This design comes from an exercise in tuning for small area, a short achievable clock period and few clock cycles per item on the open sky130 flow, not from production work.

// fxp_alu_pipe
module fxp_alu_pipe #(
  parameter int INST_W    = 4,
  parameter int INT_W     = 6,
  parameter int FRAC_W    = 10,
  parameter int DATA_W    = INT_W + FRAC_W,
  parameter int ACC_DEPTH = 16,
  parameter int ACC_GUARD = 5
) (
  input  logic              i_clk,
  input  logic              i_rst_n,
  input  logic              i_in_valid,
  output logic              o_in_ready,
  input  logic [INST_W-1:0] i_inst,
  input  logic [DATA_W-1:0] i_data_a,
  input  logic [DATA_W-1:0] i_data_b,
  output logic              o_out_valid,
  input  logic              i_out_ready,
  output logic [DATA_W-1:0] o_data,
  output logic              o_sat
);
Size in the first run: roughly 59 I/O pins, roughly 29,000 um^2 of cells after synthesis.
==> flow/config.mk <==
export PLATFORM = sky130hd
export DESIGN_NAME = fxp_alu_pipe
export DESIGN_NICKNAME = fxp_alu_pipe
export VERILOG_FILES = /design/flow/design.v
export SDC_FILE = /design/flow/constraint.sdc
export NUM_CORES = 4
export LEC_CHECK = 0
export CAP_MARGIN = 20
export CORE_MARGIN = 2
export CORE_UTILIZATION = 40
export SLEW_MARGIN = 20
==> flow/constraint.sdc <==
create_clock -name core_clock -period 11.0 [get_ports {i_clk}]
set_input_delay 2.2000 -clock core_clock [delete_from_list [all_inputs] [get_ports {i_clk}]]
set_output_delay 2.2000 -clock core_clock [all_outputs]
set_load 0.01 [all_outputs]
standard.sh (not shown) runs the stock make flow with config.mk's settings and CLKGATE_MAP_FILE= SYNTH_SCRIPT=/design/flow/synth_recipe.tcl, a recipe that flattens the netlist after the stock synthesis.
==> flow/flow/run.sh <==
#!/bin/bash
# Standard ORFS layout (the standard.sh, unchanged synthesis), with the
# timing repair asked to leave setup slack for a shorter period than the
# 11 ns clock the constraints keep.
set -euo pipefail
MARGIN=$(cat flow/margin.txt)
bash standard.sh SETUP_SLACK_MARGIN=$MARGIN finish > flow_make.log 2>&1
==> flow/flow/margin.txt <==
7.7
Then changed:
--- a/flow/design.v
+++ b/flow/design.v
@@ -35,52 +35,49 @@
     is_sat = (v > pos_max(w)) || (v < neg_max(w));
   endfunction
   function automatic logic signed [63:0] round_shift(
     input logic signed [63:0] v,
     input int f
   );
     round_shift = (v + (64'sd1 <<< (f - 1))) >>> f;
   endfunction
 endpackage
 module fxp_acc_bank #(
   parameter int DEPTH = 16,
-  parameter int W     = 21
+  parameter int W     = 21,
+  parameter int IW    = $clog2(DEPTH)
 ) (
-  input  logic             i_clk,
-  input  logic             i_rst_n,
-  input  logic [DEPTH-1:0] i_rd_sel,
-  output logic [W-1:0]     o_rd_data,
-  input  logic             i_we,
-  input  logic             i_clr,
-  input  logic [DEPTH-1:0] i_wr_sel,
-  input  logic [W-1:0]     i_wr_data
+  input  logic          i_clk,
+  input  logic          i_rst_n,
+  input  logic [IW-1:0] i_rd_idx,
+  output logic [W-1:0]  o_rd_data,
+  input  logic          i_we,
+  input  logic          i_clr,
+  input  logic [IW-1:0] i_wr_idx,
+  input  logic [W-1:0]  i_wr_data
 );
   logic [DEPTH-1:0][W-1:0] mem_q;
   logic [DEPTH-1:0]        vld_q;
   always_ff @(posedge i_clk) begin
     for (int i = 0; i < DEPTH; i++)
-      if (i_we && i_wr_sel[i]) mem_q[i] <= i_wr_data;
+      if (i_we && i_wr_idx == IW'(i)) mem_q[i] <= i_wr_data;
   end
   always_ff @(posedge i_clk or negedge i_rst_n) begin
     if (!i_rst_n) begin
       vld_q <= '0;
     end else begin
       for (int i = 0; i < DEPTH; i++)
-        if ((i_we || i_clr) && i_wr_sel[i]) vld_q[i] <= i_we;
+        if ((i_we || i_clr) && i_wr_idx == IW'(i)) vld_q[i] <= i_we;
     end
   end
-  always_comb begin
-    o_rd_data = '0;
-    for (int i = 0; i < DEPTH; i++)
-      o_rd_data = o_rd_data | ({W{i_rd_sel[i] & vld_q[i]}} & mem_q[i]);
-  end
+  assign o_rd_data = vld_q[i_rd_idx] ? mem_q[i_rd_idx] : '0;
 endmodule
 module fxp_alu_pipe #(
   parameter int INST_W    = 4,
   parameter int INT_W     = 6,
   parameter int FRAC_W    = 10,
   parameter int DATA_W    = INT_W + FRAC_W,
   parameter int ACC_DEPTH = 16,
   parameter int ACC_GUARD = 5
 ) (
   input  logic              i_clk,
   input  logic              i_rst_n,
@@ -234,27 +231,27 @@
   end
   logic [PW-1:0] ts, tc, sum_full;
   assign {tc, ts}  = csa({r1_opnd, FRAC_W'(0)}, r1_s, r1_c);
   assign sum_full  = ts + tc;
   assign sum       = sum_full[PW-1:FRAC_W];
   fxp_acc_bank #(
     .DEPTH (ACC_DEPTH),
     .W     (ACC_W)
   ) u_bank (
     .i_clk     (i_clk),
     .i_rst_n   (i_rst_n),
-    .i_rd_sel  (ACC_DEPTH'(1) << idx0),
+    .i_rd_idx  (idx0),
     .o_rd_data (bank_rd),
     .i_we      (r1_v & r1_wr),
     .i_clr     (r1_v & r1_clr),
-    .i_wr_sel  (ACC_DEPTH'(1) << r1_idx),
+    .i_wr_idx  (r1_idx),
     .i_wr_data (sum[ACC_W-1:0])
   );
   localparam int HB = FRAC_W + DATA_W - 1;    
   localparam int NH = PW - HB;                
   logic [HB:0]   c_lo;
   logic          c15;
   logic [NH-1:0] hp, hor, hand;
   logic [NH-1:0] t0;
   logic [NH:0]   t1;
   logic          sat0, sat1, sgn0, sgn1, sat, sgn;
   logic [DATA_W-1:0] rdata;
@@ -317,16 +314,20 @@
   end
   always_ff @(posedge i_clk) begin
     if (head_free) head_q <= (nb_q != 2'd0) ? buf_rd : res;
     for (int i = 0; i < 3; i++)
       if (r1_v && wp_q[i]) buf_q[i] <= res;
   end
   assign o_out_valid = hv_q;
   assign o_data      = head_q[DATA_W-1:0];
   assign o_sat       = head_q[DATA_W];
   assign cnt_d = cnt_q + 3'(acc_in) - 3'(pop);
   always_ff @(posedge i_clk or negedge i_rst_n) begin
-    if (!i_rst_n) cnt_q <= 3'd0;
-    else          cnt_q <= cnt_d;
+    if (!i_rst_n) begin
+      cnt_q <= 3'd0;
+      rdy_q <= 1'b1;
+    end else begin
+      cnt_q <= cnt_d;
+      rdy_q <= ~cnt_d[2];
+    end
   end
-  always_ff @(posedge i_clk) rdy_q <= ~cnt_d[2];
 endmodule
=>
- The new run produced a clean layout
- non-clock buffer count climbs by 15
- count of clock-buffer cells in the layout climbs by 11
- via count drops by a little under a tenth
- critical path depth does not change
- synthesized area climbs slightly
No functional check of the RTL was part of any run of this note.

[port drivers added, routing unchanged]
Ports are ideal in the flow. The routed layouts listed here were re-timed in OpenROAD. Step 1: set_driving_cell puts a clkbuf_16 on i_clk and a buf_2 on each other input, an assumption about the parent block. Step 2 moves the port delays by t, midway between the first and last clock arrival at a register: inputs arrive t later, outputs are due t later. That takes back most of the time a late clock gives input paths. a / b / c = ideal / step 1 / step 2; a / b = the first two.
| run | t, ns | setup WS [ns] | hold WS [ns] | latest minus earliest clock arrival (ns) |
|---|---|---|---|---|
| the first run | 0.707 | 7.357 / 7.357 / 7.156 | 0.366 / 0.366 / 0.366 | 0.058 / 0.058 |
| the second run | 0.680 | 7.362 / 7.362 / 7.071 | 0.357 / 0.357 / 0.357 | 0.040 / 0.040 |
After both steps every run listed still meets setup and hold. The setup slack of the second run, which loses most, moves by 0.000 ns with the drivers and by -0.291 ns with both steps.
